Background: an optimization exercise with open tools, aiming at small area, a short achievable clock period and few clock cycles. Do not read the settings as production practice.
The RTL was checked by simulation tests, not by an equivalence proof against the original design.
Power is estimated from default activity; no workload was simulated.

[flow/run.sh]
#!/bin/bash
# synth_recipe.tcl (not shown) runs the flow's synth.tcl, then flattens the netlist and writes it again
# the make line also repeats each setting of config.mk as NAME=value (left out here)
make -C /OpenROAD-flow-scripts/flow DESIGN_CONFIG=/design/flow/config.mk WORK_HOME=/design/flow/orfs CLKGATE_MAP_FILE= SYNTH_SCRIPT=/design/flow/synth_recipe.tcl finish
[flow/config.mk]
export PLATFORM = sky130hd
export DESIGN_NAME = sorted_set_statistics_top
export DESIGN_NICKNAME = sorted_set_statistics_top
export VERILOG_FILES = /design/flow/design.v
export SDC_FILE = /design/flow/constraint.sdc
export NUM_CORES = 4
export LEC_CHECK = 0
export CAP_MARGIN = 20
export CORE_MARGIN = 8
export CORE_UTILIZATION = 50
export SETUP_SLACK_MARGIN = 2.5
export SLEW_MARGIN = 20
[flow/constraint.sdc]
create_clock -name core_clock -period 6.0 [get_ports {clk}]
set_input_delay 1.2000 -clock core_clock [delete_from_list [all_inputs] [get_ports {clk}]]
set_output_delay 1.2000 -clock core_clock [all_outputs]
set_load 0.01 [all_outputs]
[flow/design.v]
package sss_pkg;
  localparam int OUT_COUNT_W   = 8;
  localparam int OUT_VALUE_W   = 16;
  localparam int OUT_AVG_W     = 24;
  localparam int AVG_FRAC_BITS = 8;
endpackage
module sss_cell #(
  parameter int VALUE_BITS = 16
) (
  input  logic                  clk,
  input  logic                  rst_n,
  input  logic [VALUE_BITS-1:0] d_val,
  input  logic [2:0]            d_code,
  input  logic [VALUE_BITS-1:0] bsel,      
  input  logic                  upd,       
  input  logic                  da,
  input  logic                  db,
  input  logic                  clr,       
  input  logic                  init,      
  output logic [VALUE_BITS-1:0] val,
  output logic [2:0]            code,
  output logic [2:0]            nxt_code,
  output logic                  ta,        
  output logic                  tb         
);
  logic [VALUE_BITS-1:0] val_r;
  logic [2:0]            code_r;
  logic                  b_r;
  assign val  = val_r;
  assign code = code_r;
  assign ta   = !code_r[2] && code_r[1] && !b_r;
  assign tb   = !code_r[2] && code_r[0] && !b_r;
  always_comb begin
    nxt_code = code_r;
    if (code_r[2]) begin
      if (init) nxt_code = (code_r[1:0] == 2'b00) ? 3'b011 : {1'b1, 1'b0, code_r[1]};
    end else if (clr) begin
      nxt_code = 3'b000;
    end else if (upd) begin
      nxt_code[1] = code_r[1] && (b_r == da);
      nxt_code[0] = code_r[0] && (b_r == db);
    end
  end
  always_ff @(posedge clk) begin
    val_r <= d_val;
    b_r   <= |(d_val & bsel);
    if (!rst_n) code_r <= '0;
    else code_r <= d_code;
  end
endmodule
module sss_popcount #(
  parameter int N = 16
) (
  input  logic [N-1:0]           x,
  output logic [$clog2(N+1)-1:0] n
);
  localparam int L = $clog2(N);
  for (genvar l = 0; l <= L; l++) begin : g_lvl
    logic [(N >> l) * (l + 1) - 1:0] c;
    if (l == 0) begin : g_in
      assign c = x;
    end else begin : g_add
      for (genvar i = 0; i < (N >> l); i++) begin : g_node
        assign c[i*(l+1) +: l+1] = (l + 1)'(g_lvl[l-1].c[2*i*l +: l])
                                 + (l + 1)'(g_lvl[l-1].c[(2*i+1)*l +: l]);
      end
    end
  end
  assign n = g_lvl[L].c;
endmodule
module sss_div (
  input  logic        clk,
  input  logic        rst_n,
  input  logic        start,
  input  logic [22:0] mag,
  input  logic [7:0]  divisor,
  output logic        busy,
  output logic [23:0] quotient
);
  logic [23:0] q_r;
  logic [7:0]  rem_r;
  logic [7:0]  dvs_r;
  logic [8:0]  t_r;
  logic [5:0]  cnt_r;
  logic        busy_r, ph_r;
  assign busy     = busy_r;
  assign quotient = q_r;
  always_ff @(posedge clk) begin
    t_r <= {rem_r, q_r[23]} - {1'b0, dvs_r};
    if (start) begin
      q_r   <= {mag[15:0], 8'd0};
      rem_r <= {1'b0, mag[22:16]};
      dvs_r <= divisor;
    end else if (busy_r && ph_r) begin
      if (!t_r[8]) begin
        rem_r <= t_r[7:0];
        q_r   <= {q_r[22:0], 1'b1};
      end else begin
        rem_r <= {rem_r[6:0], q_r[23]};
        q_r   <= {q_r[22:0], 1'b0};
      end
    end
    if (!rst_n) begin
      busy_r <= 1'b0;
      ph_r   <= 1'b0;
      cnt_r  <= '0;
    end else begin
      if (start) begin
        busy_r <= 1'b1;
        ph_r   <= 1'b0;
        cnt_r  <= 6'd47;
      end else if (busy_r) begin
        ph_r  <= !ph_r;
        cnt_r <= cnt_r - 1'b1;
        if (cnt_r == '0) busy_r <= 1'b0;
      end
    end
  end
endmodule
module sorted_set_statistics_top #(
  parameter int MAX_ITEMS  = 128,
  parameter int VALUE_BITS = 16
) (
  input  logic                                    clk,
  input  logic                                    rst_n,
  input  logic                                    in_valid,
  output logic                                    in_stall,
  input  logic signed [VALUE_BITS-1:0]            in_sample_value,
  input  logic                                    in_set_end,
  output logic                                    out_valid,
  input  logic                                    out_stall,
  output logic [sss_pkg::OUT_COUNT_W-1:0]         out_item_count,
  output logic signed [sss_pkg::OUT_VALUE_W-1:0]  out_smallest,
  output logic signed [sss_pkg::OUT_VALUE_W-1:0]  out_largest,
  output logic signed [sss_pkg::OUT_VALUE_W-1:0]  out_middle_value,
  output logic signed [sss_pkg::OUT_AVG_W-1:0]    out_average_q8,
  output logic                                    out_overflowed
);
  localparam int CW = $clog2(MAX_ITEMS + 1);
  localparam int SW = VALUE_BITS + CW - 1;
  localparam int NQ = 4;                       
  localparam int GS = 16;                      
  localparam int NG = MAX_ITEMS / GS;
  localparam int GW = $clog2(GS + 1);
  typedef enum logic [1:0] {
    ST_IDLE,
    ST_RUN,
    ST_MID,
    ST_DONE
  } st_t;
  logic                         in_stall_r;
  logic                         accept;
  logic [CW-1:0]                acc_cnt, acc_cnt_nxt;    
  logic                         s0_v, s0_keep, s0_end;
  logic signed [VALUE_BITS-1:0] s0_w;
  assign in_stall    = in_stall_r;
  assign accept      = in_valid && !in_stall_r;
  assign acc_cnt_nxt = !accept ? acc_cnt : in_set_end ? '0 : acc_cnt + CW'(!acc_cnt[CW-1]);
  always_ff @(posedge clk) begin
    if (accept) begin
      s0_w    <= in_sample_value;
      s0_end  <= in_set_end;
      s0_keep <= !acc_cnt[CW-1];
    end
    if (!rst_n) begin
      s0_v    <= 1'b0;
      acc_cnt <= '0;
    end else begin
      s0_v    <= accept;
      acc_cnt <= acc_cnt_nxt;
    end
  end
  logic                         wr, fin;
  logic [CW-1:0]                cnt_r, cnt_nxt;
  logic signed [SW-1:0]         sum_r, sum_nxt;
  logic signed [VALUE_BITS-1:0] min_r, max_r, min_nxt, max_nxt;
  logic                         drop_r, drop_nxt;
  assign wr  = s0_v && s0_keep;
  assign fin = s0_v && s0_end;
  always_comb begin
    cnt_nxt  = cnt_r;
    sum_nxt  = sum_r;
    min_nxt  = min_r;
    max_nxt  = max_r;
    drop_nxt = drop_r;
    if (s0_v) begin
      if (!s0_keep) begin
        drop_nxt = 1'b1;
      end else begin
        cnt_nxt = cnt_r + 1'b1;
        sum_nxt = sum_r + SW'(s0_w);
        if (cnt_r == '0 || s0_w < min_r) min_nxt = s0_w;
        if (cnt_r == '0 || s0_w > max_r) max_nxt = s0_w;
      end
    end
  end
  always_ff @(posedge clk) begin
    min_r <= min_nxt;
    max_r <= max_nxt;
    if (!rst_n || fin) begin
      cnt_r  <= '0;
      sum_r  <= '0;
      drop_r <= 1'b0;
    end else begin
      cnt_r  <= cnt_nxt;
      sum_r  <= sum_nxt;
      drop_r <= drop_nxt;
    end
  end
  logic [CW-1:0]                q_cnt [NQ];
  logic signed [SW-1:0]         q_sum [NQ];
  logic signed [VALUE_BITS-1:0] q_min [NQ];
  logic signed [VALUE_BITS-1:0] q_max [NQ];
  logic                         q_ovf [NQ];
  logic [1:0]                   hd, tl, hd1;
  logic [2:0]                   qc, qc_nxt;
  logic                         pop;
  assign qc_nxt = qc + 3'(fin) - 3'(pop);
  assign hd1    = (hd == 2'(NQ - 1)) ? '0 : hd + 1'b1;
  always_ff @(posedge clk) begin
    if (fin) begin
      q_cnt[tl] <= cnt_nxt;
      q_sum[tl] <= sum_nxt;
      q_min[tl] <= min_nxt;
      q_max[tl] <= max_nxt;
      q_ovf[tl] <= drop_nxt;
    end
    if (!rst_n) begin
      hd <= '0;
      tl <= '0;
      qc <= '0;
    end else begin
      if (fin) tl <= (tl == 2'(NQ - 1)) ? '0 : tl + 1'b1;
      if (pop) hd <= hd1;
      qc <= qc_nxt;
    end
  end
  st_t                     st;
  logic [3:0]              stage;
  logic [1:0]              ph;
  logic                    da_r, db_r, k_pend;
  logic [VALUE_BITS-1:0]   bsel;
  logic                    init, upd, clr, da, db;
  logic [CW-2:0]           ka, kb;
  logic [VALUE_BITS-1:0]   res_a, res_b;
  logic [GW-1:0]           pa [NG];
  logic [GW-1:0]           pb [NG];
  logic [CW-1:0]           ca, cb;
  logic [2:0]              n_wait;
  logic [1:0]              age_w;
  logic [1:0]              ix;
  assign n_wait = qc - 3'(st != ST_IDLE);
  assign init   = (n_wait != '0) && ((st == ST_IDLE) || pop);
  assign age_w  = 2'(n_wait - 3'(init));
  assign ix     = (st == ST_DONE) ? hd1 : hd;
  logic [CW-1:0] ca_s, cb_s;
  always_ff @(posedge clk) begin
    if (ph == 2'd1) begin
      ca <= ca_s;
      cb <= cb_s;
    end
  end
  always_comb begin
    logic [GW:0]   s1a [NG/2];
    logic [GW:0]   s1b [NG/2];
    logic [GW+1:0] s2a [NG/4];
    logic [GW+1:0] s2b [NG/4];
    for (int g = 0; g < NG / 2; g++) begin
      s1a[g] = (GW + 1)'(pa[2*g]) + (GW + 1)'(pa[2*g+1]);
      s1b[g] = (GW + 1)'(pb[2*g]) + (GW + 1)'(pb[2*g+1]);
    end
    for (int g = 0; g < NG / 4; g++) begin
      s2a[g] = (GW + 2)'(s1a[2*g]) + (GW + 2)'(s1a[2*g+1]);
      s2b[g] = (GW + 2)'(s1b[2*g]) + (GW + 2)'(s1b[2*g+1]);
    end
    ca_s = CW'(s2a[0]) + CW'(s2a[1]);
    cb_s = CW'(s2b[0]) + CW'(s2b[1]);
  end
  assign da  = ({1'b0, ka} >= ca);
  assign db  = ({1'b0, kb} >= cb);
  assign upd = (st == ST_RUN) && (ph == 2'd2) && (stage != 4'd15);
  assign clr = (st == ST_RUN) && (ph == 2'd2) && (stage == 4'd15);
  logic [VALUE_BITS-1:0] r_val  [MAX_ITEMS];
  logic [2:0]            r_code [MAX_ITEMS];
  logic [2:0]            r_nxt  [MAX_ITEMS];
  logic [MAX_ITEMS-1:0]  r_ta, r_tb;
  for (genvar i = 0; i < MAX_ITEMS; i++) begin : g_slot
    logic [VALUE_BITS-1:0] dv;
    logic [2:0]            dc;
    if (i == 0) begin : g_wr
      assign dv = wr ? {~s0_w[VALUE_BITS-1], s0_w[VALUE_BITS-2:0]} : r_val[MAX_ITEMS-1];
      assign dc = wr ? {1'b1, age_w} : r_nxt[MAX_ITEMS-1];
    end else begin : g_pass
      assign dv = r_val[i-1];
      assign dc = r_nxt[i-1];
    end
    sss_cell #(
      .VALUE_BITS(VALUE_BITS)
    ) u_slot (
      .clk     (clk),
      .rst_n   (rst_n),
      .d_val   (dv),
      .d_code  (dc),
      .bsel    (bsel),
      .upd     (upd),
      .da      (da),
      .db      (db),
      .clr     (clr),
      .init    (init),
      .val     (r_val[i]),
      .code    (r_code[i]),
      .nxt_code(r_nxt[i]),
      .ta      (r_ta[i]),
      .tb      (r_tb[i])
    );
  end
  for (genvar g = 0; g < NG; g++) begin : g_cnt
    logic [GW-1:0] na, nb;
    sss_popcount #(
      .N(GS)
    ) u_pa (
      .x(r_ta[g*GS +: GS]),
      .n(na)
    );
    sss_popcount #(
      .N(GS)
    ) u_pb (
      .x(r_tb[g*GS +: GS]),
      .n(nb)
    );
    always_ff @(posedge clk) begin
      pa[g] <= na;
      pb[g] <= nb;
    end
  end
  logic                 div_busy;
  logic [23:0]          div_quo;
  logic [SW-1:0]        h_mag;
  logic [CW-1:0]        h_cnt;
  logic                 out_free;
  logic                 ovalid_r;
  assign h_cnt    = q_cnt[ix];
  assign h_mag    = q_sum[ix][SW-1] ? SW'(-q_sum[ix]) : SW'(q_sum[ix]);
  assign out_free = !ovalid_r || !out_stall;
  assign pop      = (st == ST_DONE) && !div_busy && out_free;
  always_ff @(posedge clk) begin
    if (init) begin
      ka     <= (CW - 1)'((h_cnt - 1'b1) >> 1);
      kb     <= (CW - 1)'(h_cnt >> 1);
      stage  <= '0;
      ph     <= '0;
      k_pend <= 1'b0;
    end else if (st == ST_RUN) begin
      ph <= (ph == 2'd2) ? 2'd0 : ph + 1'b1;
      if (ph == 2'd2) begin
        stage  <= stage + 1'b1;
        res_a  <= {res_a[VALUE_BITS-2:0], da};
        res_b  <= {res_b[VALUE_BITS-2:0], db};
        da_r   <= da;
        db_r   <= db;
        k_pend <= 1'b1;
      end
      if (ph == 2'd0 && k_pend) begin
        if (da_r) ka <= ka - (CW - 1)'(ca);
        if (db_r) kb <= kb - (CW - 1)'(cb);
        k_pend <= 1'b0;
      end
    end
    if (!rst_n) begin
      bsel <= VALUE_BITS'(1) << (VALUE_BITS - 1);
    end else if (st == ST_RUN && ph == 2'd1) begin
      bsel <= {bsel[0], bsel[VALUE_BITS-1:1]};
    end
    if (!rst_n) begin
      st <= ST_IDLE;
    end else begin
      case (st)
        ST_IDLE: if (init) st <= ST_RUN;
        ST_RUN:  if (clr) st <= ST_MID;
        ST_MID:  st <= ST_DONE;
        ST_DONE: if (pop) st <= init ? ST_RUN : ST_IDLE;
        default: st <= ST_IDLE;
      endcase
    end
  end
  sss_div u_div (
    .clk     (clk),
    .rst_n   (rst_n),
    .start   (init),
    .mag     (h_mag[22:0]),
    .divisor (h_cnt),
    .busy    (div_busy),
    .quotient(div_quo)
  );
  always_ff @(posedge clk) begin
    if (!rst_n) begin
      in_stall_r <= 1'b0;
    end else begin
      in_stall_r <= ({1'b0, qc_nxt} + 4'(accept && in_set_end) >= 4'(NQ)) ||
                    ((r_code[MAX_ITEMS-3] != 3'b000) && !acc_cnt_nxt[CW-1]);
    end
  end
  logic [sss_pkg::OUT_COUNT_W-1:0]        ocount_r;
  logic signed [sss_pkg::OUT_VALUE_W-1:0] omin_r, omax_r, omid_r;
  logic signed [sss_pkg::OUT_AVG_W-1:0]   oavg_r;
  logic                                   oovf_r;
  logic signed [VALUE_BITS:0]             mid_sum, mid_half;
  logic signed [VALUE_BITS-1:0]           med_a, med_b;
  logic signed [sss_pkg::OUT_AVG_W-1:0]   avg_r;
  assign med_a    = {~res_a[VALUE_BITS-1], res_a[VALUE_BITS-2:0]};
  assign med_b    = {~res_b[VALUE_BITS-1], res_b[VALUE_BITS-2:0]};
  assign mid_half = (mid_sum + $signed({{VALUE_BITS{1'b0}}, mid_sum[VALUE_BITS]})) >>> 1;
  always_ff @(posedge clk) begin
    if (st == ST_MID) begin
      mid_sum <= (VALUE_BITS + 1)'(med_a) + (VALUE_BITS + 1)'(med_b);
      avg_r   <= q_sum[hd][SW-1] ? -$signed(div_quo) : $signed(div_quo);
    end
  end
  always_ff @(posedge clk) begin
    if (pop) begin
      ocount_r <= sss_pkg::OUT_COUNT_W'(q_cnt[hd]);
      omin_r   <= q_min[hd];
      omax_r   <= q_max[hd];
      omid_r   <= sss_pkg::OUT_VALUE_W'(mid_half);
      oavg_r   <= avg_r;
      oovf_r   <= q_ovf[hd];
    end
    if (!rst_n) begin
      ovalid_r <= 1'b0;
    end else if (pop) begin
      ovalid_r <= 1'b1;
    end else if (!out_stall) begin
      ovalid_r <= 1'b0;
    end
  end
  assign out_valid        = ovalid_r;
  assign out_item_count   = ocount_r;
  assign out_smallest     = omin_r;
  assign out_largest      = omax_r;
  assign out_middle_value = omid_r;
  assign out_average_q8   = oavg_r;
  assign out_overflowed   = oovf_r;
endmodule
==> run_results.csv, run 1 <==
group,metric,value,unit
worst_setup_path,path_common_cell,"fa_1",
worst_hold_path,hold_path_class,"reg -> reg",
worst_setup_path,worst-endpoint-required,6670,ps
die,chipWidth,487,um
timing,clock_skew,75.4,ps
outcome,status,"complete, no violations",
clock_tree,clock_path_buffers,4,
job,drv_cap,0,
worst_setup_path,worst-path-buf-inv,2,
synth,synth_cells,9023,
clock_tree,cts_tree,"yes",
worst_setup_path,worst-path-max-fanout,2,
clock_tree,clock_sinks,3264,
clock_tree,cts_root_buf,"clkbuf_16",
worst_setup_path,cp_slowest_stage_delay,540,ps
global_routing,gr_util_met2,36.7,%
pwr,power.share.sequential,43.6,%
global_routing,wire_length_of_the_first_global_routing_pass,426,mm
die,die_area,237000,um^2
timing,slew_viol_final,0,
clock_tree,worst_skew_pair.late_latency,960,ps
synth,yosys_warnings,18,
placed_design,dpl_cell_area,115000,um^2
synth,largest_cells_by_area_after_synthesis,"dfxtp_1 50%, edfxtp_1 13%, a221oi_1 4.0%, a22o_1 4.0%, fa_1 4.0%",
timing,final_period_minus_worst_setup_slack,3780,ps
drt,avgRoutedWirePerCell,22.5,um
drt,routed-via-count,70900,
synth,synth_top_area_share,50.1,%
finish,layout-drive-gt1-share,13.8,%
worst_setup_path,category_of_the_critical_setup_timing_path,"reg -> reg",
synth,synth.lib_cells_used.distinct,72,
pwr,power.share.clock,38.4,%
finish,layout.nets,9644,
clock_tree,cts_hold_repair.buffers,0,
placed_design,port_buffers,103,
synth,synth.yosys.seq_area_share,63.3,%
clock_tree,worst_setup_hold_path_clk_slew,60,ps
drt,post_drt_via_cell_ratio,5.70,
placed_design,detailedPlacementHpwl,172,mm
timing,unrepaired_setup_endpoints_after_global_routing,"yes",
worst_setup_path,cp_cell_sequence,"fa_1 > inv_1 > fa_1 > fa_1 > inv_1 > fa_1 > ha_4 > fa_2 > a21o_1 > a21oi_2 > xnor2_1",
timing,clock.fmax,265,MHz
pwr,switchingPower,15.8,mW
pwr,power_density,442,nW/um^2
global_routing,maximum_number_of_pins_on_one_net_before_global_route_repair,187,
synth,yosys_register_bits,3264,
synth,synthArstFlopShare,0,%
worst_setup_path,timing.critical_path.from_type,"flip-flop",
pwr,sw_frac_of_total,27.7,%
drt,detailedRoute.firstIterationViolations,4942,
timing,tightestPinTransition,1210,ps
synth,syn-cell-area,111000,um^2
timing,setup_viol_count_final,0,
global_routing,grt.busiest_layer,"met2",
timing,hold_viol_final,0,
placed_design,gpl.final_weighted_congestion,0.828,
global_routing,grt_usage,22.5,%
die,die_y,487,um
global_routing,grtUsageMet3,3.36,%
drt,wl,279,mm
pwr,comb_power_share,17.9,%
die,core_area,221000,um^2
synth,synthFlopType,"dfxtp_1",
clock_tree,cts_inserted_buffers,339,
pwr,cell_internal_pwr,41.2,mW
timing,fin_tns_setup,0,ps
global_routing,use_met1,31.0,%
global_routing,grt_antenna_before_repair,4,
die,floorplan.initialDensity,50.1,%
synth,synth_enable_flop_cells,489,
global_routing,grt-ovfl-total,0,
die,design.portCount,104,
timing,max_slew_margin,19.3,%
pwr,total_power,57.0,mW
worst_setup_path,cp_top_family,"adder cells",
finish,final_area,129000,um^2
drt,first_pass_iters,6,
timing,min_period_over_period,62.9,%
worst_setup_path,worst_ep_arrival_time,4440,ps
drt,ant_nets,0,
synth,synth_top_area_cell,"dfxtp_1",
global_routing,first_global_vias,72500,
synth,syn-num-nets,9480,
synth,synth_area_per_inst,12.3,um^2
worst_setup_path,timing.critical_path.slowest_stage_cell,"fa_1",
worst_setup_path,endpoint_kind,"flip-flop",
finish,area.growth.synth_to_final,16.4,%
clock_tree,htree_levels,5,
drt,drc_errors,0,
pwr,static-leakage-power,49.0,nW
die,fp_rows,173,
pwr,ir_drop,0.409,mV
stage by stage:
step           cells  utilization (%)  hold slack, ps  setup WS [ps]
6_report       12400             58.3             297           2220
2_1_floorplan   9023                -             331           1840
3_3_place_gp   11700             51.9             333           1920
5_1_grt        12400             58.3             305           2180
4_1_cts        12400             57.8             295           2250
3_5_place_dp   11700             51.9             335           1830
metal layers:
metal / share of wire (%) / wire length (um)
met2: 46 / 129000
met5: 0.0047 / 13
met1: 46 / 128000
met4: 2.9 / 8220
met3: 5.0 / 14000
what timing repair did:
item	4_1_cts	5_1_grt
endpoints found under the setup margin	233	338
cloned	5	5
buffers inserted	65	24
pin swaps	128	94
gates resized for setup	303	209
cells in the final DEF (no fill, tap or decap), types with 59 or more instances in the layout:
cell,n
a21oi_1,202
a221oi_1,512
a22o_1,512
buf_4,122
clkbuf_16,353
clkdlybuf4s50_1,102
dfxtp_1,2607
dfxtp_2,121
edfxtp_1,489
fa_1,168
ha_1,183
inv_1,323
inv_2,62
mux2i_1,93
nand2_1,486
nand4_1,144
nor2_1,405
nor2b_1,60
nor3_1,145
o211ai_1,261
o21a_1,118
o21ai_0,443
xnor2_1,354
xor2_1,59
power by group through the flow:
stage                     combinational [mW]  sequential [mW]  clock, mW
after floorplan                         7.07             24.9          0
after global placement                  8.94             25.3          0
after detailed placement                9.24             25.3          0
after CTS                               9.64             24.8       22.2
after global routing                    11.2             25.0       23.1
final                                   10.2             24.8       21.9
cells in the mapped netlist (16+ instances only):
cell      instances
nand2_1         518
a21boi_0         31
edfxtp_1        489
o211ai_1        261
and2_1           71
nor2_1          454
a22o_1          512
inv_1           388
a21o_1           56
and3_1           16
mux2_2           19
fa_1            224
xnor2_1         360
buf_2            29
a211oi_1         18
o21ai_0         449
dfxtp_1        2775
nand4_1         144
o21a_1          118
xor2_1           60
nor3b_1          70
a221oi_1        512
clkbuf_1        334
nor3_1          145
buf_1            69
ha_1            212
nand3_1          54
a21oi_1         235
nor2b_1          65
nand2b_1         21
o31ai_1          19
mux4_2           42
mux2i_1          94
or3_1            29
sequential cells by signal, summed over array words and instances, names as in the netlist, 17 cells and up, named ones only:
signal and cells:
avg_r 24, q_max 64, q_min 64, mid_sum 17, oavg_r 24, g_slot.u_slot.b_r 128, u_div.q_r 24, g_slot.u_slot.val_r 2048
pa 40, pb 40, q_cnt 32, sum_r 23, g_slot.u_slot.code_r 384, q_sum 92
worst paths after layout:
path	startpoint	endpoint	slack, ps	cells after the start
worst max-delay path	pb[2][1]	cb[6]	2220	11
worst min-delay path	g_slot[57].u_slot.val_r[9]	g_slot[58].u_slot.val_r[9]	300	0
worst max register to register	pb[2][1]	cb[6]	2220	11
worst min register to register	g_slot[57].u_slot.val_r[9]	g_slot[58].u_slot.val_r[9]	300	0
cell families after synthesis:
kind of cell / share of synthesized area (%)
AO/OA/AOI/OAI: 15.2
flip-flops: 63.3
adder cells (fa/ha/maj): 6.44
XOR/XNOR: 3.32
buffers and inverters: 2.88
multiplexers: 2.01
AND/OR/NAND/NOR: 6.87
area by class of cell:
cell class | instances | area, um^2
fillers | 17600 | 92400
flip-flops and latches | 3264 | 70600
multi-input cells | 4932 | 38800
clock buffers | 447 | 9620
well taps | 2975 | 3720
repair buffers | 261 | 2680
clock inverters | 152 | 2140
inverters | 389 | 1470
diodes | 4 | 10.0
Testbench counts, summed over its fixed seeds: cycles 22,320.
==> run 2: changes to the inputs <==
--- a/flow/design.v
+++ b/flow/design.v
@@ -19,2 +19,4 @@
   input  logic                  init,      
+  input  logic                  wa,        
+  input  logic                  wb,        
   output logic [VALUE_BITS-1:0] val,
@@ -23,3 +25,4 @@
   output logic                  ta,        
-  output logic                  tb         
+  output logic                  oa,        
+  output logic                  ob         
 );
@@ -31,3 +34,4 @@
   assign ta   = !code_r[2] && code_r[1] && !b_r;
-  assign tb   = !code_r[2] && code_r[0] && !b_r;
+  assign oa   = !code_r[2] && code_r[1] && (b_r == wa);
+  assign ob   = !code_r[2] && code_r[0] && (b_r == wb);
   always_comb begin
@@ -70,3 +74,5 @@
 endmodule
-module sss_div (
+module sss_div #(
+  parameter int STEPS = 1
+) (
   input  logic        clk,
@@ -79,12 +85,26 @@
 );
-  logic [23:0] q_r;
-  logic [7:0]  rem_r;
+  localparam int NCYC = 24 / STEPS;
+  logic [23:0] q_r, q_nxt;
+  logic [7:0]  rem_r, rem_nxt;
   logic [7:0]  dvs_r;
-  logic [8:0]  t_r;
-  logic [5:0]  cnt_r;
-  logic        busy_r, ph_r;
+  logic [4:0]  cnt_r;
+  logic        busy_r;
   assign busy     = busy_r;
   assign quotient = q_r;
+  always_comb begin
+    logic [8:0] t;
+    q_nxt   = q_r;
+    rem_nxt = rem_r;
+    for (int s = 0; s < STEPS; s++) begin
+      t = {rem_nxt, q_nxt[23]} - {1'b0, dvs_r};
+      if (!t[8]) begin
+        rem_nxt = t[7:0];
+        q_nxt   = {q_nxt[22:0], 1'b1};
+      end else begin
+        rem_nxt = {rem_nxt[6:0], q_nxt[23]};
+        q_nxt   = {q_nxt[22:0], 1'b0};
+      end
+    end
+  end
   always_ff @(posedge clk) begin
-    t_r <= {rem_r, q_r[23]} - {1'b0, dvs_r};
     if (start) begin
@@ -93,10 +113,5 @@
       dvs_r <= divisor;
-    end else if (busy_r && ph_r) begin
-      if (!t_r[8]) begin
-        rem_r <= t_r[7:0];
-        q_r   <= {q_r[22:0], 1'b1};
-      end else begin
-        rem_r <= {rem_r[6:0], q_r[23]};
-        q_r   <= {q_r[22:0], 1'b0};
-      end
+    end else if (busy_r) begin
+      q_r   <= q_nxt;
+      rem_r <= rem_nxt;
     end
@@ -104,3 +119,2 @@
       busy_r <= 1'b0;
-      ph_r   <= 1'b0;
       cnt_r  <= '0;
@@ -109,8 +123,8 @@
         busy_r <= 1'b1;
-        ph_r   <= 1'b0;
-        cnt_r  <= 6'd47;
+        cnt_r  <= 5'(NCYC - 1);
       end else if (busy_r) begin
-        ph_r  <= !ph_r;
         cnt_r <= cnt_r - 1'b1;
-        if (cnt_r == '0) busy_r <= 1'b0;
+        if (cnt_r == '0) begin
+          busy_r <= 1'b0;
+        end
       end
@@ -144,3 +158,3 @@
   localparam int GW = $clog2(GS + 1);
-  typedef enum logic [1:0] {
+  typedef enum logic [2:0] {
     ST_IDLE,
@@ -148,3 +162,4 @@
     ST_MID,
-    ST_DONE
+    ST_DONE,
+    ST_BYP
   } st_t;
@@ -241,2 +256,4 @@
   logic                    da_r, db_r, k_pend;
+  logic                    fast_a, fast_b, max_a, max_b, fast, dec, any_a, any_b;
+  logic                    fast_a_n, fast_b_n;
   logic [VALUE_BITS-1:0]   bsel;
@@ -246,4 +263,3 @@
   logic [GW-1:0]           pa [NG];
-  logic [GW-1:0]           pb [NG];
-  logic [CW-1:0]           ca, cb;
+  logic [CW-1:0]           ca;
   logic [2:0]              n_wait;
@@ -255,8 +271,6 @@
   assign ix     = (st == ST_DONE) ? hd1 : hd;
-  logic [CW-1:0] ca_s, cb_s;
+  logic [CW-1:0] ca_s, ca_h;
   always_ff @(posedge clk) begin
-    if (ph == 2'd1) begin
-      ca <= ca_s;
-      cb <= cb_s;
-    end
+    ca <= ca_s;
+    if (ph == 2'd2) ca_h <= ca;
   end
@@ -264,20 +278,15 @@
     logic [GW:0]   s1a [NG/2];
-    logic [GW:0]   s1b [NG/2];
     logic [GW+1:0] s2a [NG/4];
-    logic [GW+1:0] s2b [NG/4];
-    for (int g = 0; g < NG / 2; g++) begin
-      s1a[g] = (GW + 1)'(pa[2*g]) + (GW + 1)'(pa[2*g+1]);
-      s1b[g] = (GW + 1)'(pb[2*g]) + (GW + 1)'(pb[2*g+1]);
-    end
-    for (int g = 0; g < NG / 4; g++) begin
-      s2a[g] = (GW + 2)'(s1a[2*g]) + (GW + 2)'(s1a[2*g+1]);
-      s2b[g] = (GW + 2)'(s1b[2*g]) + (GW + 2)'(s1b[2*g+1]);
-    end
+    for (int g = 0; g < NG / 2; g++) s1a[g] = (GW + 1)'(pa[2*g]) + (GW + 1)'(pa[2*g+1]);
+    for (int g = 0; g < NG / 4; g++) s2a[g] = (GW + 2)'(s1a[2*g]) + (GW + 2)'(s1a[2*g+1]);
     ca_s = CW'(s2a[0]) + CW'(s2a[1]);
-    cb_s = CW'(s2b[0]) + CW'(s2b[1]);
   end
-  assign da  = ({1'b0, ka} >= ca);
-  assign db  = ({1'b0, kb} >= cb);
-  assign upd = (st == ST_RUN) && (ph == 2'd2) && (stage != 4'd15);
-  assign clr = (st == ST_RUN) && (ph == 2'd2) && (stage == 4'd15);
+  assign fast = fast_a && fast_b;
+  assign dec  = (st == ST_RUN) && (fast || ph == 2'd2);
+  assign da   = fast ? (any_a ? max_a : !max_a) : ({1'b0, ka} >= ca);
+  assign db   = fast ? (any_b ? max_b : !max_b) : ({1'b0, kb} >= ca);
+  assign fast_a_n = fast_a || ({1'b0, ka} == ca) || ({1'b0, ka} + 1'b1 == ca);
+  assign fast_b_n = fast_b || ({1'b0, kb} == ca) || ({1'b0, kb} + 1'b1 == ca);
+  assign upd  = dec && (stage != 4'd15);
+  assign clr  = (dec && (stage == 4'd15)) || (st == ST_BYP);
   logic [VALUE_BITS-1:0] r_val  [MAX_ITEMS];
@@ -285,3 +294,5 @@
   logic [2:0]            r_nxt  [MAX_ITEMS];
-  logic [MAX_ITEMS-1:0]  r_ta, r_tb;
+  logic [MAX_ITEMS-1:0]  r_ta, r_oa, r_ob;
+  assign any_a = |r_oa;
+  assign any_b = |r_ob;
   for (genvar i = 0; i < MAX_ITEMS; i++) begin : g_slot
@@ -309,2 +320,4 @@
       .init    (init),
+      .wa      (max_a),
+      .wb      (max_b),
       .val     (r_val[i]),
@@ -313,3 +326,4 @@
       .ta      (r_ta[i]),
-      .tb      (r_tb[i])
+      .oa      (r_oa[i]),
+      .ob      (r_ob[i])
     );
@@ -317,3 +331,3 @@
   for (genvar g = 0; g < NG; g++) begin : g_cnt
-    logic [GW-1:0] na, nb;
+    logic [GW-1:0] na;
     sss_popcount #(
@@ -324,11 +338,4 @@
     );
-    sss_popcount #(
-      .N(GS)
-    ) u_pb (
-      .x(r_tb[g*GS +: GS]),
-      .n(nb)
-    );
     always_ff @(posedge clk) begin
       pa[g] <= na;
-      pb[g] <= nb;
     end
@@ -339,2 +346,3 @@
   logic [CW-1:0]        h_cnt;
+  logic                 h_byp, byp_r;
   logic                 out_free;
@@ -342,6 +350,8 @@
   assign h_cnt    = q_cnt[ix];
+  assign h_byp    = (h_cnt == CW'(1)) || (h_cnt == CW'(2)) || (h_cnt == CW'(4));
   assign h_mag    = q_sum[ix][SW-1] ? SW'(-q_sum[ix]) : SW'(q_sum[ix]);
   assign out_free = !ovalid_r || !out_stall;
-  assign pop      = (st == ST_DONE) && !div_busy && out_free;
+  assign pop      = (st == ST_DONE) && out_free;
   always_ff @(posedge clk) begin
+    if (init) byp_r <= h_byp;
     if (init) begin
@@ -352,5 +362,7 @@
       k_pend <= 1'b0;
+      fast_a <= 1'b0;
+      fast_b <= 1'b0;
     end else if (st == ST_RUN) begin
-      ph <= (ph == 2'd2) ? 2'd0 : ph + 1'b1;
-      if (ph == 2'd2) begin
+      if (!fast) ph <= (ph == 2'd2) ? 2'd0 : ph + 1'b1;
+      if (dec) begin
         stage  <= stage + 1'b1;
@@ -358,2 +370,4 @@
         res_b  <= {res_b[VALUE_BITS-2:0], db};
+      end
+      if (dec && !fast) begin
         da_r   <= da;
@@ -361,6 +375,10 @@
         k_pend <= 1'b1;
+        fast_a <= fast_a_n;
+        fast_b <= fast_b_n;
+        if (!fast_a) max_a <= ({1'b0, ka} + 1'b1 == ca);
+        if (!fast_b) max_b <= ({1'b0, kb} + 1'b1 == ca);
       end
-      if (ph == 2'd0 && k_pend) begin
-        if (da_r) ka <= ka - (CW - 1)'(ca);
-        if (db_r) kb <= kb - (CW - 1)'(cb);
+      if (ph == 2'd0 && k_pend && !fast) begin
+        if (da_r) ka <= ka - (CW - 1)'(ca_h);
+        if (db_r) kb <= kb - (CW - 1)'(ca_h);
         k_pend <= 1'b0;
@@ -370,3 +388,4 @@
       bsel <= VALUE_BITS'(1) << (VALUE_BITS - 1);
-    end else if (st == ST_RUN && ph == 2'd1) begin
+    end else if (st == ST_RUN && ((!fast && ph == 2'd1) ||
+                                  (stage != 4'd15 && (fast || (dec && fast_a_n && fast_b_n))))) begin
       bsel <= {bsel[0], bsel[VALUE_BITS-1:1]};
@@ -377,6 +396,7 @@
       case (st)
-        ST_IDLE: if (init) st <= ST_RUN;
+        ST_IDLE: if (init) st <= h_byp ? ST_BYP : ST_RUN;
         ST_RUN:  if (clr) st <= ST_MID;
-        ST_MID:  st <= ST_DONE;
-        ST_DONE: if (pop) st <= init ? ST_RUN : ST_IDLE;
+        ST_BYP:  st <= ST_MID;
+        ST_MID:  if (byp_r || !div_busy) st <= ST_DONE;
+        ST_DONE: if (pop) st <= !init ? ST_IDLE : h_byp ? ST_BYP : ST_RUN;
         default: st <= ST_IDLE;
@@ -385,6 +405,8 @@
   end
-  sss_div u_div (
+  sss_div #(
+    .STEPS(1)
+  ) u_div (
     .clk     (clk),
     .rst_n   (rst_n),
-    .start   (init),
+    .start   (init && !h_byp),
     .mag     (h_mag[22:0]),
@@ -412,6 +434,23 @@
   assign mid_half = (mid_sum + $signed({{VALUE_BITS{1'b0}}, mid_sum[VALUE_BITS]})) >>> 1;
+  logic signed [VALUE_BITS:0] bx;
+  logic signed [VALUE_BITS:0] h_min, h_max, h_sum;
+  assign h_min = (VALUE_BITS + 1)'(q_min[hd]);
+  assign h_max = (VALUE_BITS + 1)'(q_max[hd]);
+  assign h_sum = q_sum[hd][VALUE_BITS:0];
   always_ff @(posedge clk) begin
+    if (st == ST_BYP) bx <= h_sum - h_max;
     if (st == ST_MID) begin
-      mid_sum <= (VALUE_BITS + 1)'(med_a) + (VALUE_BITS + 1)'(med_b);
-      avg_r   <= q_sum[hd][SW-1] ? -$signed(div_quo) : $signed(div_quo);
+      if (!byp_r) begin   
+        mid_sum <= (VALUE_BITS + 1)'(med_a) + (VALUE_BITS + 1)'(med_b);
+        avg_r   <= q_sum[hd][SW-1] ? -$signed(div_quo) : $signed(div_quo);
+      end else if (q_cnt[hd][2]) begin
+        mid_sum <= bx - h_min;
+        avg_r   <= sss_pkg::OUT_AVG_W'(q_sum[hd]) <<< 6;
+      end else if (q_cnt[hd][1]) begin
+        mid_sum <= h_min + h_max;
+        avg_r   <= sss_pkg::OUT_AVG_W'(q_sum[hd]) <<< 7;
+      end else begin
+        mid_sum <= h_min <<< 1;
+        avg_r   <= sss_pkg::OUT_AVG_W'(q_sum[hd]) <<< 8;
+      end
     end
--- a/flow/config.mk
+++ b/flow/config.mk
@@ -10,3 +10,3 @@
 export CORE_UTILIZATION = 50
-export SETUP_SLACK_MARGIN = 2.5
+export SETUP_SLACK_MARGIN = 2.4
 export SLEW_MARGIN = 20
==> run 2 against run 1 <==
Via count rose by 24%. Sequential share of layout area fell by 4.0 points. Combinational power rose by 43%. Die area rose by 5.8%. Setup slack got worse by 250 ps. Sequential cell count fell by 27. Register-to-register slack got worse by 250 ps. Critical endpoint is now pa[6][4]. Largest power group unchanged.
==> run_results.csv, run 2 <==
group,metric,value,unit
placed_design,gpl.final_weighted_congestion,1.05,
finish,layout-drive-gt1-share,15.2,%
pwr,ir_drop,0.676,mV
timing,final_hold_slack,304,ps
pwr,power.share.clock,35.4,%
clock_tree,worst_setup_hold_path_clk_slew,60,ps
finish,top_regs,"g_slot.u_slot.val_r (2048), g_slot.u_slot.code_r (384), g_slot.u_slot.b_r (128)",
synth,synth.yosys.seq_area_share,59.4,%
finish,largest_register_ffs,2048,
global_routing,first_global_vias,84800,
die,die_y,501,um
pwr,sw_frac_of_total,31.9,%
timing,slew_viol_final,0,
synth,synth_enable_flop_cells,502,
drt,avgRoutedWirePerCell,30.9,um
synth,largest_cells_by_area_after_synthesis,"dfxtp_1 47%, edfxtp_1 13%, a221oi_1 3.8%, a22o_1 3.8%, ha_1 2.4%",
synth,syn-num-nets,10500,
placed_design,dp.cells,12900,
timing,fin_tns_setup,0,ps
die,floorplan.initialDensity,50.1,%
worst_hold_path,hold_path_class,"reg -> reg",
finish,mostFrequentLayoutCell,"dfxtp_1",
synth,synth_top_area_cell,"dfxtp_1",
global_routing,wire_length_of_the_first_global_routing_pass,604,mm
worst_hold_path,whs_path_depth,0,
placed_design,port_buffers,103,
clock_tree,cts_tree,"yes",
finish,final_area,138000,um^2
finish,area.growth.synth_to_final,17.8,%
worst_setup_path,worst-path-max-fanout,2,
finish,largest_register,"g_slot.u_slot.val_r",
pwr,static-leakage-power,51.5,nW
placed_design,dpl_cell_area,122000,um^2
job,drv_cap,0,
clock_tree,clock_sinks,3237,
worst_setup_path,cp_cell_sequence,"nor3b_4 > fa_1 > fa_1 > inv_2 > fa_1 > inv_2 > fa_2 > ha_4 > inv_2 > fa_2 > nor2b_1 > o21a_1",
synth,yosys_warnings,12,
synth,synthFlopType,"dfxtp_1",
synth,synth_commonest_cells,"2735 x dfxtp_1, 515 x a221oi_1, 513 x a22o_1",
worst_setup_path,endpoint_kind,"flip-flop",
synth,most_frequent_cell_after_synthesis,"dfxtp_1",
clock_tree,htree_levels,5,
die,fp_rows,178,
pwr,power.share.sequential,40.5,%
die,chipWidth,501,um
worst_setup_path,category_of_the_critical_setup_timing_path,"reg -> reg",
timing,final_period_minus_worst_setup_slack,4030,ps
clock_tree,cts_hold_repair.buffers,0,
timing,hold_viol_final,0,
finish,stdcell_count,13800,
pwr,power_density,438,nW/um^2
timing,min_period_over_period,67.1,%
clock_tree,cts_inserted_buffers,339,
synth,synth_cells,10200,
synth,synth_area_per_inst,11.6,um^2
timing,unrepaired_setup_endpoints_after_global_routing,"yes",
worst_setup_path,worst_ep_arrival_time,4910,ps
worst_setup_path,worst-endpoint-required,6890,ps
drt,ant_nets,0,
worst_setup_path,r2r.worst_path.cells,12,
die,die_area,251000,um^2
clock_tree,cts_root_buf,"clkbuf_16",
worst_setup_path,cp_slowest_stage_delay,660,ps
timing,clock.fmax,248,MHz
drt,routed-via-count,88100,
clock_tree,worst_skew_pair.late_latency,980,ps
drt,detailedRoute.firstIterationViolations,9961,
global_routing,grt-ovfl-total,0,
timing,clock_skew,76.8,ps
finish,layout.nets,10700,
worst_setup_path,timing.critical_path.slowest_stage_cell,"fa_2",
die,core_area,235000,um^2
die,design.portCount,104,
drt,wl,426,mm
timing,setup_viol_count_final,0,
global_routing,grt_usage,32.3,%
drt,drc_errors,0,
timing,max_slew_margin,18.9,%
synth,synth_top_area_share,46.6,%
global_routing,grt_antenna_before_repair,47,
global_routing,maximum_number_of_pins_on_one_net_before_global_route_repair,123,
pwr,switchingPower,19.3,mW
clock_tree,clock_path_buffers,4,
drt,post_drt_via_cell_ratio,6.40,
drt,first_pass_iters,7,
synth,yosys_register_bits,3237,
outcome,status,"complete, no violations",
synth,synthArstFlopShare,0,%
placed_design,detailedPlacementHpwl,283,mm
synth,syn-cell-area,118000,um^2
worst_setup_path,timing.critical_path.from_type,"flip-flop",
synth,synth.lib_cells_used.distinct,97,
pwr,comb_power_share,24.1,%
pwr,cell_internal_pwr,41.3,mW
timing,tightestPinTransition,1210,ps
finish,layout_common_cells,"2559 x dfxtp_1, 515 x a221oi_1, 513 x a22o_1",
run 2: layout make-up:
cell class	count	area, um^2
antenna	22	55.1
clock buffer	469	9650
clock inverter	125	1730
fill	18900	96100
inverter	417	1620
multi-input combinational	5893	46200
sequential	3237	70200
tap	3150	3940
timing repair buffer	468	5050
timing repair inverter	1	8.76
run 2: worst paths after layout:
path,startpoint,slack [ps],endpoint
hold reg to reg,g_slot[118].u_slot.val_r[0],300,g_slot[119].u_slot.val_r[0]
hold / removal,g_slot[118].u_slot.val_r[0],300,g_slot[119].u_slot.val_r[0]
setup / recovery,g_slot[109].u_slot.b_r,1970,pa[6][4]
setup reg to reg,g_slot[109].u_slot.b_r,1970,pa[6][4]
run 2: kinds of logic (layout without fill, tap and decap cells):
logic type                 count (synthesis)  in the layout  share of synthesized area (%)
AOI/OAI and AO/OA                       2701           2702                           17.2
xor gates and xnor gates                 333            333                           2.48
adders and majority gates                343            343                           4.40
buffers and inverters                   1028           1480                           3.38
DFF                                     3237           3237                           59.4
muxes                                    190            190                           2.60
other                                      0             22                              0
and+or+nand+nor                         2322           2325                           10.5
run 2: metrics by stage:
step | power (mW) | worst slack (ps) | util, %
global route | 62.5 | 1960 | 59.0
CTS | 59.4 | 2020 | 58.1
global placement | 36.5 | 1280 | 52.0
detailed placement | 36.8 | 1200 | 52.0
finish | 60.7 | 1970 | 59.0
floorplan | 32.8 | 1910 | -
run 2: critical path, delay by kind of cell (launching register included):
kind,cells,cell delay (ps)
buf+inv,3,120
flops,1,360
simple gates,2,570
compound gates,1,110
fa+ha+maj,6,2800
run 2: what timing repair did:
item / CTS / global route
pin swaps: 110 / 154
gates resized for setup: 477 / 287
cloned: 20 / 8
setup endpoints to repair: 564 / 447
setup buffers: 100 / 93
run 2: layer usage:
metal	vias up	GRT usage [%]	share of wire, %
li1	38300	-	-
met1	43800	43.4	41
met2	4809	48.0	42
met3	1194	9.22	11
met4	20	15.7	5.8
met5	-	0	0.031
run 2: power by group through the flow:
stage	Sequential, mW	Clock (mW)	Combinational, mW
5_1_grt	24.7	22.6	15.3
6_report	24.6	21.5	14.6
3_5_place_dp	25.0	0	11.7
4_1_cts	24.6	21.7	13.2
3_3_place_gp	25.0	0	11.5
2_1_floorplan	24.6	0	8.18
Testbench counts of run 2, summed over its fixed seeds: cycles 18,250.
==> run 3: changes to the inputs <==
--- a/flow/design.v
+++ b/flow/design.v
@@ -74,5 +74,39 @@
 endmodule
-module sss_div #(
-  parameter int STEPS = 1
+module sss_add #(
+  parameter int W = 8
 ) (
+  input  logic [W-1:0] a,
+  input  logic [W-1:0] b,
+  input  logic         ci,
+  output logic [W-1:0] s,
+  output logic         co
+);
+  localparam int L = $clog2(W);
+  for (genvar l = 0; l <= L; l++) begin : g_lvl
+    logic [W-1:0] g, p;
+    if (l == 0) begin : g_init
+      assign g = a & b;
+      assign p = a ^ b;
+    end else begin : g_comb
+      for (genvar i = 0; i < W; i++) begin : g_bit
+        if ((i >> (l - 1)) % 2 == 1) begin : g_join
+          localparam int J = ((i >> (l - 1)) << (l - 1)) - 1;
+          assign g[i] = g_lvl[l-1].g[i] | (g_lvl[l-1].p[i] & g_lvl[l-1].g[J]);
+          assign p[i] = g_lvl[l-1].p[i] & g_lvl[l-1].p[J];
+        end else begin : g_pass
+          assign g[i] = g_lvl[l-1].g[i];
+          assign p[i] = g_lvl[l-1].p[i];
+        end
+      end
+    end
+  end
+  logic [W:0] c;
+  assign c[0] = ci;
+  for (genvar i = 0; i < W; i++) begin : g_c
+    assign c[i+1] = g_lvl[L].g[i] | (g_lvl[L].p[i] & ci);
+  end
+  assign s  = g_lvl[0].p ^ c[W-1:0];
+  assign co = c[W];
+endmodule
+module sss_div (
   input  logic        clk,
@@ -80,3 +114,3 @@
   input  logic        start,
-  input  logic [22:0] mag,
+  input  logic [22:0] sum,
   input  logic [7:0]  divisor,
@@ -85,3 +119,3 @@
 );
-  localparam int NCYC = 24 / STEPS;
+  localparam int NCYC = 24;
   logic [23:0] q_r, q_nxt;
@@ -90,25 +124,33 @@
   logic [4:0]  cnt_r;
-  logic        busy_r;
+  logic        busy_r, prep_r;
+  logic [22:0] mag;
   assign busy     = busy_r;
   assign quotient = q_r;
+  logic [8:0] t;
+  logic       ge;
+  sss_add #(.W(9)) u_sub (.a({rem_r, q_r[23]}), .b(~{1'b0, dvs_r}), .ci(1'b1), .s(t), .co(ge));
   always_comb begin
-    logic [8:0] t;
-    q_nxt   = q_r;
-    rem_nxt = rem_r;
-    for (int s = 0; s < STEPS; s++) begin
-      t = {rem_nxt, q_nxt[23]} - {1'b0, dvs_r};
-      if (!t[8]) begin
-        rem_nxt = t[7:0];
-        q_nxt   = {q_nxt[22:0], 1'b1};
-      end else begin
-        rem_nxt = {rem_nxt[6:0], q_nxt[23]};
-        q_nxt   = {q_nxt[22:0], 1'b0};
-      end
+    if (ge) begin
+      rem_nxt = t[7:0];
+      q_nxt   = {q_r[22:0], 1'b1};
+    end else begin
+      rem_nxt = {rem_r[6:0], q_r[23]};
+      q_nxt   = {q_r[22:0], 1'b0};
     end
   end
+  sss_add #(.W(23)) u_mag (
+    .a (rem_r[6] ? ~{rem_r[6:0], q_r[23:8]} : {rem_r[6:0], q_r[23:8]}),
+    .b ('0),
+    .ci(rem_r[6]),
+    .s (mag),
+    .co()
+  );
   always_ff @(posedge clk) begin
     if (start) begin
+      q_r   <= {sum[15:0], 8'd0};
+      rem_r <= {1'b0, sum[22:16]};
+      dvs_r <= divisor;
+    end else if (prep_r) begin
       q_r   <= {mag[15:0], 8'd0};
       rem_r <= {1'b0, mag[22:16]};
-      dvs_r <= divisor;
     end else if (busy_r) begin
@@ -119,4 +161,6 @@
       busy_r <= 1'b0;
+      prep_r <= 1'b0;
       cnt_r  <= '0;
     end else begin
+      prep_r <= start;
       if (start) begin
@@ -124,3 +168,3 @@
         cnt_r  <= 5'(NCYC - 1);
-      end else if (busy_r) begin
+      end else if (busy_r && !prep_r) begin
         cnt_r <= cnt_r - 1'b1;
@@ -155,3 +199,3 @@
   localparam int NQ = 4;                       
-  localparam int GS = 16;                      
+  localparam int GS = 8;                       
   localparam int NG = MAX_ITEMS / GS;
@@ -192,2 +236,20 @@
   logic                         drop_r, drop_nxt;
+  logic [CW-1:0]                neg_r, neg_nxt;           
+  logic signed [SW-1:0] sum_add;
+  logic                 w_ge_min, max_ge_w;
+  sss_add #(.W(SW)) u_sum (.a(sum_r), .b(SW'(s0_w)), .ci(1'b0), .s(sum_add), .co());
+  sss_add #(.W(VALUE_BITS)) u_cmin (
+    .a ({~s0_w[VALUE_BITS-1], s0_w[VALUE_BITS-2:0]}),
+    .b (~{~min_r[VALUE_BITS-1], min_r[VALUE_BITS-2:0]}),
+    .ci(1'b1),
+    .s (),
+    .co(w_ge_min)
+  );
+  sss_add #(.W(VALUE_BITS)) u_cmax (
+    .a ({~max_r[VALUE_BITS-1], max_r[VALUE_BITS-2:0]}),
+    .b (~{~s0_w[VALUE_BITS-1], s0_w[VALUE_BITS-2:0]}),
+    .ci(1'b1),
+    .s (),
+    .co(max_ge_w)
+  );
   assign wr  = s0_v && s0_keep;
@@ -200,2 +262,3 @@
     drop_nxt = drop_r;
+    neg_nxt  = neg_r;
     if (s0_v) begin
@@ -205,5 +268,6 @@
         cnt_nxt = cnt_r + 1'b1;
-        sum_nxt = sum_r + SW'(s0_w);
-        if (cnt_r == '0 || s0_w < min_r) min_nxt = s0_w;
-        if (cnt_r == '0 || s0_w > max_r) max_nxt = s0_w;
+        neg_nxt = neg_r + CW'(s0_w[VALUE_BITS-1]);
+        sum_nxt = sum_add;
+        if (cnt_r == '0 || !w_ge_min) min_nxt = s0_w;
+        if (cnt_r == '0 || !max_ge_w) max_nxt = s0_w;
       end
@@ -218,3 +282,5 @@
       drop_r <= 1'b0;
+      neg_r  <= '0;
     end else begin
+      neg_r  <= neg_nxt;
       cnt_r  <= cnt_nxt;
@@ -229,2 +295,3 @@
   logic                         q_ovf [NQ];
+  logic [CW-1:0]                q_neg [NQ];
   logic [1:0]                   hd, tl, hd1;
@@ -241,2 +308,3 @@
       q_ovf[tl] <= drop_nxt;
+      q_neg[tl] <= neg_nxt;
     end
@@ -271,18 +339,23 @@
   assign ix     = (st == ST_DONE) ? hd1 : hd;
-  logic [CW-1:0] ca_s, ca_h;
+  logic [CW-1:0] ca_h;
+  logic [GW+1:0] pq [NG/4];
   always_ff @(posedge clk) begin
-    ca <= ca_s;
-    if (ph == 2'd2) ca_h <= ca;
-  end
-  always_comb begin
-    logic [GW:0]   s1a [NG/2];
-    logic [GW+1:0] s2a [NG/4];
-    for (int g = 0; g < NG / 2; g++) s1a[g] = (GW + 1)'(pa[2*g]) + (GW + 1)'(pa[2*g+1]);
-    for (int g = 0; g < NG / 4; g++) s2a[g] = (GW + 2)'(s1a[2*g]) + (GW + 2)'(s1a[2*g+1]);
-    ca_s = CW'(s2a[0]) + CW'(s2a[1]);
+    for (int g = 0; g < NG / 4; g++) begin
+      pq[g] <= ((GW + 2)'(pa[4*g]) + (GW + 2)'(pa[4*g+1])) + ((GW + 2)'(pa[4*g+2]) + (GW + 2)'(pa[4*g+3]));
+    end
+    ca <= init ? q_neg[ix] : (CW'(pq[0]) + CW'(pq[1])) + (CW'(pq[2]) + CW'(pq[3]));
+    if (ph == 2'd3) ca_h <= ca;
   end
+  logic [CW-2:0] ka_sub, kb_sub, ca_hk;
+  logic          ka_ge, kb_ge;
+  assign ca_hk = ca_h[CW-2:0];
+  logic [CW-1:0] ka_dif, kb_dif;
+  sss_add #(.W(CW - 1)) u_ksa (.a(ka), .b(~ca_hk), .ci(1'b1), .s(ka_sub), .co());
+  sss_add #(.W(CW - 1)) u_ksb (.a(kb), .b(~ca_hk), .ci(1'b1), .s(kb_sub), .co());
+  sss_add #(.W(CW)) u_kga (.a({1'b0, ka}), .b(~ca), .ci(1'b1), .s(ka_dif), .co(ka_ge));
+  sss_add #(.W(CW)) u_kgb (.a({1'b0, kb}), .b(~ca), .ci(1'b1), .s(kb_dif), .co(kb_ge));
   assign fast = fast_a && fast_b;
-  assign dec  = (st == ST_RUN) && (fast || ph == 2'd2);
-  assign da   = fast ? (any_a ? max_a : !max_a) : ({1'b0, ka} >= ca);
-  assign db   = fast ? (any_b ? max_b : !max_b) : ({1'b0, kb} >= ca);
+  assign dec  = (st == ST_RUN) && (fast || ph == 2'd3);
+  assign da   = fast ? (any_a ? max_a : !max_a) : ka_ge;
+  assign db   = fast ? (any_b ? max_b : !max_b) : kb_ge;
   assign fast_a_n = fast_a || ({1'b0, ka} == ca) || ({1'b0, ka} + 1'b1 == ca);
@@ -344,3 +417,2 @@
   logic [23:0]          div_quo;
-  logic [SW-1:0]        h_mag;
   logic [CW-1:0]        h_cnt;
@@ -351,3 +423,2 @@
   assign h_byp    = (h_cnt == CW'(1)) || (h_cnt == CW'(2)) || (h_cnt == CW'(4));
-  assign h_mag    = q_sum[ix][SW-1] ? SW'(-q_sum[ix]) : SW'(q_sum[ix]);
   assign out_free = !ovalid_r || !out_stall;
@@ -360,3 +431,3 @@
       stage  <= '0;
-      ph     <= '0;
+      ph     <= 2'd3;
       k_pend <= 1'b0;
@@ -365,3 +436,3 @@
     end else if (st == ST_RUN) begin
-      if (!fast) ph <= (ph == 2'd2) ? 2'd0 : ph + 1'b1;
+      if (!fast) ph <= ph + 1'b1;
       if (dec) begin
@@ -381,4 +452,4 @@
       if (ph == 2'd0 && k_pend && !fast) begin
-        if (da_r) ka <= ka - (CW - 1)'(ca_h);
-        if (db_r) kb <= kb - (CW - 1)'(ca_h);
+        if (da_r) ka <= ka_sub;
+        if (db_r) kb <= kb_sub;
         k_pend <= 1'b0;
@@ -388,4 +459,5 @@
       bsel <= VALUE_BITS'(1) << (VALUE_BITS - 1);
-    end else if (st == ST_RUN && ((!fast && ph == 2'd1) ||
-                                  (stage != 4'd15 && (fast || (dec && fast_a_n && fast_b_n))))) begin
+    end else if ((init && !h_byp) ||
+                 (st == ST_RUN && ((!fast && ph == 2'd2) ||
+                  (stage != 4'd15 && (fast || (dec && fast_a_n && fast_b_n)))))) begin
       bsel <= {bsel[0], bsel[VALUE_BITS-1:1]};
@@ -405,5 +477,3 @@
   end
-  sss_div #(
-    .STEPS(1)
-  ) u_div (
+  sss_div u_div (
     .clk     (clk),
@@ -411,3 +481,3 @@
     .start   (init && !h_byp),
-    .mag     (h_mag[22:0]),
+    .sum     (q_sum[ix][22:0]),
     .divisor (h_cnt),
@@ -434,4 +504,6 @@
   assign mid_half = (mid_sum + $signed({{VALUE_BITS{1'b0}}, mid_sum[VALUE_BITS]})) >>> 1;
-  logic signed [VALUE_BITS:0] bx;
+  logic signed [VALUE_BITS:0] bx, bx_s, ms_s;
   logic signed [VALUE_BITS:0] h_min, h_max, h_sum;
+  logic [sss_pkg::OUT_AVG_W-1:0] nquo;
+  logic                          c4, c2;
   assign h_min = (VALUE_BITS + 1)'(q_min[hd]);
@@ -439,18 +511,27 @@
   assign h_sum = q_sum[hd][VALUE_BITS:0];
+  assign c4    = q_cnt[hd][2];
+  assign c2    = q_cnt[hd][1];
+  sss_add #(.W(VALUE_BITS + 1)) u_bx (
+    .a (c4 ? h_sum : h_min),
+    .b (c4 ? ~h_max : c2 ? h_max : h_min),
+    .ci(c4),
+    .s (bx_s),
+    .co()
+  );
+  sss_add #(.W(VALUE_BITS + 1)) u_ms (
+    .a (byp_r ? bx : (VALUE_BITS + 1)'(med_a)),
+    .b (byp_r ? (c4 ? ~h_min : '0) : (VALUE_BITS + 1)'(med_b)),
+    .ci(byp_r && c4),
+    .s (ms_s),
+    .co()
+  );
+  sss_add #(.W(sss_pkg::OUT_AVG_W)) u_nq (.a(~div_quo), .b('0), .ci(1'b1), .s(nquo), .co());
   always_ff @(posedge clk) begin
-    if (st == ST_BYP) bx <= h_sum - h_max;
+    if (st == ST_BYP) bx <= bx_s;
     if (st == ST_MID) begin
-      if (!byp_r) begin   
-        mid_sum <= (VALUE_BITS + 1)'(med_a) + (VALUE_BITS + 1)'(med_b);
-        avg_r   <= q_sum[hd][SW-1] ? -$signed(div_quo) : $signed(div_quo);
-      end else if (q_cnt[hd][2]) begin
-        mid_sum <= bx - h_min;
-        avg_r   <= sss_pkg::OUT_AVG_W'(q_sum[hd]) <<< 6;
-      end else if (q_cnt[hd][1]) begin
-        mid_sum <= h_min + h_max;
-        avg_r   <= sss_pkg::OUT_AVG_W'(q_sum[hd]) <<< 7;
-      end else begin
-        mid_sum <= h_min <<< 1;
-        avg_r   <= sss_pkg::OUT_AVG_W'(q_sum[hd]) <<< 8;
-      end
+      mid_sum <= ms_s;
+      if (!byp_r) avg_r <= q_sum[hd][SW-1] ? nquo : div_quo;   
+      else if (c4) avg_r <= sss_pkg::OUT_AVG_W'(q_sum[hd]) <<< 6;
+      else if (c2) avg_r <= sss_pkg::OUT_AVG_W'(q_sum[hd]) <<< 7;
+      else avg_r <= sss_pkg::OUT_AVG_W'(q_sum[hd]) <<< 8;
     end
--- a/flow/config.mk
+++ b/flow/config.mk
@@ -10,3 +10,5 @@
 export CORE_UTILIZATION = 50
-export SETUP_SLACK_MARGIN = 2.4
+export CTS_CLUSTER_DIAMETER = 70
+export CTS_CLUSTER_SIZE = 28
+export SETUP_SLACK_MARGIN = 2.6
 export SLEW_MARGIN = 20
==> run 3 against run 2 <==
Setup slack improved by 260 ps. Sequential cell count rose by 89. Largest power group unchanged. Combinational power fell by 37%. Still clean.
==> run_results.csv, run 3 <==
group,metric,value,unit
synth,synth_simple_gate_area_share,12.1,%
finish,layout_common_cells,"2623 x dfxtp_1, 647 x nand2_1, 568 x nor2_1",
synth,synth_top_family_by_area,"compound AO/OA/AOI/OAI gates",
drt,first_pass_iters,10,
synth,syn-cell-area,119000,um^2
synth,synthFlopType,"dfxtp_1",
worst_setup_path,worst-path-max-fanout,8,
finish,layout.nets,10900,
synth,synth_commonest_cells,"2792 x dfxtp_1, 655 x nand2_1, 583 x nor2_1",
pwr,power_density,349,nW/um^2
synth,yosys-mux-area-fraction,2.11,%
finish,stdcell_count,13800,
die,die_area,254000,um^2
global_routing,wire_length_of_the_first_global_routing_pass,563,mm
clock_tree,cts_inserted_buffers,169,
finish,top_regs,"g_slot.u_slot.val_r (2048), g_slot.u_slot.code_r (384), g_slot.u_slot.b_r (128)",
global_routing,maximum_number_of_pins_on_one_net_before_global_route_repair,146,
die,floorplan.initialDensity,50.2,%
synth,synthAdderAreaFrac,4.38,%
worst_setup_path,worst_ep_arrival_time,4410,ps
die,chipWidth,504,um
outcome,status,"complete, no violations",
finish,largest_register,"g_slot.u_slot.val_r",
worst_setup_path,worst-endpoint-required,6650,ps
timing,final_period_minus_worst_setup_slack,3760,ps
synth,synthArstFlopShare,0,%
worst_setup_path,endpoint_kind,"flip-flop",
timing,hold_viol_final,0,
die,core_area,237000,um^2
synth,largest_cells_by_area_after_synthesis,"dfxtp_1 47%, edfxtp_1 13%, a221oi_1 3.8%, a22o_1 3.8%, ha_1 2.4%",
finish,mostFrequentLayoutCell,"dfxtp_1",
placed_design,dp.cells,13200,
die,design.portCount,104,
timing,slew_viol_final,0,
timing,unrepaired_setup_endpoints_after_global_routing,"yes",
die,fp_rows,179,
finish,largest_register_ffs,2048,
placed_design,gpl.final_weighted_congestion,1.05,
global_routing,grt_antenna_before_repair,32,
timing,max_slew_margin,31.0,%
clock_tree,clock_path_buffers,3,
worst_hold_path,hold_path_class,"reg -> reg",
synth,synth_area_per_inst,11.4,um^2
global_routing,grt_usage,29.1,%
pwr,static-leakage-power,50.4,nW
drt,drc_errors,0,
synth,synth.yosys.seq_area_share,60.3,%
placed_design,detailedPlacementHpwl,258,mm
finish,final_util,56.9,%
worst_hold_path,hold_path_end,"g_slot[36].u_slot.val_r[11]",
worst_setup_path,crit-reg2reg-capture,"bx[16]",
pwr,ir_drop,0.282,mV
drt,wl,399,mm
worst_setup_path,r2r.worst_path.cells,15,
synth,synth_top_area_cell,"dfxtp_1",
synth,synth_top_area_share,46.9,%
worst_setup_path,timing.critical_path.from_type,"flip-flop",
clock_tree,cts_hold_repair.buffers,0,
timing,min_period_over_period,62.7,%
drt,post_drt_via_cell_ratio,6.24,
drt,routed-via-count,85900,
clock_tree,cts_tree,"yes",
clock_tree,clock_sinks,3326,
synth,syn-num-nets,10800,
finish,area.growth.synth_to_final,13.3,%
timing,clock_skew,54.0,ps
synth,yosys_register_bits,3326,
timing,setup_viol_count_final,0,
worst_hold_path,min-delay-start,"g_slot[35].u_slot.val_r[11]",
clock_tree,cts_root_buf,"clkbuf_16",
synth,synth_cells,10500,
global_routing,grt-ovfl-total,0,
timing,tightestPinTransition,1030,ps
clock_tree,worst_skew_pair.late_latency,890,ps
synth,yosys_warnings,10,
timing,clock.fmax,266,MHz
synth,yosys.area_share.xor_xnor,2.70,%
drt,avgRoutedWirePerCell,29.0,um
timing,fin_tns_setup,0,ps
worst_hold_path,whs_path_depth,0,
global_routing,first_global_vias,81800,
die,die_y,504,um
synth,synth_enable_flop_cells,534,
clock_tree,worst_setup_hold_path_clk_slew,100,ps
drt,detailedRoute.firstIterationViolations,9711,
synth,most_frequent_cell_after_synthesis,"dfxtp_1",
worst_setup_path,worst-r2r-setup-slack,2240,ps
drt,ant_nets,0,
synth,synth.lib_cells_used.distinct,86,
synth,synth_compound_gate_area_share,15.1,%
worst_setup_path,category_of_the_critical_setup_timing_path,"reg -> reg",
clock_tree,htree_levels,4,
job,drv_cap,0,
placed_design,port_buffers,103,
finish,layout-drive-gt1-share,12.2,%
==> run 3: changes by cell type after synthesis, sizes merged, moves of 55 or more <==
| cell | delta |
|---|---|
| xor2 | -87 |
| nor2 | +114 |
| nor3b | +55 |
| xnor2 | +122 |
| dfxtp | +57 |
| nand3 | +126 |
| nand2b | -69 |
| a221o | -64 |
| nand2 | +165 |
| a2111oi | -82 |
==> run 3: per-layer routing <==
metal	track usage [%]	up-vias	part of all wire, %
met5	0	-	0.016
li1	-	38200	-
met4	14.1	10	5.7
met3	6.15	985	9.5
met2	44.3	4353	44
met1	39.7	42300	41
==> run 3: area by class of cell <==
| class | instances | area, um^2 |
|---|---|---|
| Antenna cell | 18 | 45.0 |
| Clock buffer | 189 | 4450 |
| Inverter | 371 | 1460 |
| Multi-Input combinational cell | 6166 | 46200 |
| Tap cell | 3167 | 3960 |
| Timing Repair Buffer | 451 | 5430 |
| Clock inverter | 75 | 1200 |
| Sequential cell | 3326 | 72300 |
| Fill cell | 19800 | 102000 |
| Timing Repair inverter | 2 | 17.5 |
==> run 3: report_power, final <==
part           internal [mW]  switching (mW)
sequential              23.5           0.782
combinational           3.91            5.33
clock                   5.89            7.72
==> run 3: kinds of logic after synthesis <==
group,count (synthesis)
fa+ha+maj,348
flops,3326
xor+xnor,368
mux,169
buf+inv,998
compound gates,2486
simple gates,2785
==> run 3: per-stage QoR <==
step	hold slack (ps)	power [mW]	worst slack [ps]	cell area (um^2)
6_report	345	47.2	2240	135000
3_3_place_gp	336	30.9	1070	123000
3_5_place_dp	337	31.1	1120	123000
2_1_floorplan	331	29.0	1940	119000
5_1_grt	346	48.7	2080	135000
4_1_cts	345	45.2	2190	131000
==> run 3: worst max-delay path by stage <==
| stage | depth (start not counted) | slack [ps] | to | from |
|---|---|---|---|---|
| 2_1_floorplan | 9 | 1940 | in_stall_r | out_stall |
| 3_3_place_gp | 10 | 1070 | g_slot[55].u_slot.code_r[1] | g_slot[13].u_slot.b_r |
| 3_5_place_dp | 9 | 1120 | u_div.q_r[19] | out_stall |
| 4_1_cts | 15 | 2190 | bx[16] | flip-flop |
| 5_1_grt | 15 | 2080 | bx[16] | flip-flop |
| 6_report | 15 | 2240 | bx[16] | flip-flop |
==> run 3: timing repair <==
item                       in CTS  in global routing
pin swaps                      46                116
setup endpoints to repair     554                500
buffers inserted               90                107
hold endpoints to repair        0                  0
cloned                         23                 34
resized for setup             338                467
==> run 3: critical path: stages, from the launching register on <==
cell and delay [ps]:
dfxtp_4 430, buf_16 160, buf_4 130, mux4_2 600
nor2b_1 180, a211oi_1 200, a21oi_1 70, ha_1 330
and3_4 200, o221ai_4 120, a311oi_4 250, nor3_2 90
nor4b_2 260, o21ai_1 130, buf_4 150, a31o_2 190
Testbench counts of run 3, summed over its fixed seeds: cycles 18,666.

-- re-timing with driven ports --
In the flow no input, the clock included, has a driving cell. The finished layouts below were timed again as built, in two steps.
Step 1 (the two cells are an assumption about what drives the block):
set clk [get_ports {clk}]
set_driving_cell -lib_cell sky130_fd_sc_hd__clkbuf_16 $clk
set_driving_cell -lib_cell sky130_fd_sc_hd__buf_2 [delete_from_list [all_inputs] $clk]
Step 2 moves the port delays by t, midway between the first and last clock arrival at a register: inputs arrive t later, outputs are due t later. That takes back most of the time a late clock gives input paths.
Slacks: ideal / step 1 / step 2; pairs: ideal / step 1.
run	shift t [ns]	slack for setup (ns)	hold WS [ns]	worst setup path at the end	latest minus earliest clock arrival (ns)
run 1	1.012	2.224 / 2.224 / 2.224	0.297 / 0.297 / 0.297	register to register	0.080 / 0.080
run 2	1.034	1.975 / 1.975 / 1.646	0.304 / 0.304 / 0.304	input to register	0.079 / 0.078
run 3	0.955	2.238 / 2.238 / 1.707	0.345 / 0.345 / 0.345	input to register	0.054 / 0.054
After both steps every run listed still meets setup and hold. The setup slack of run 3, which loses most, moves by 0.000 ns with the drivers and by -0.531 ns with both steps.
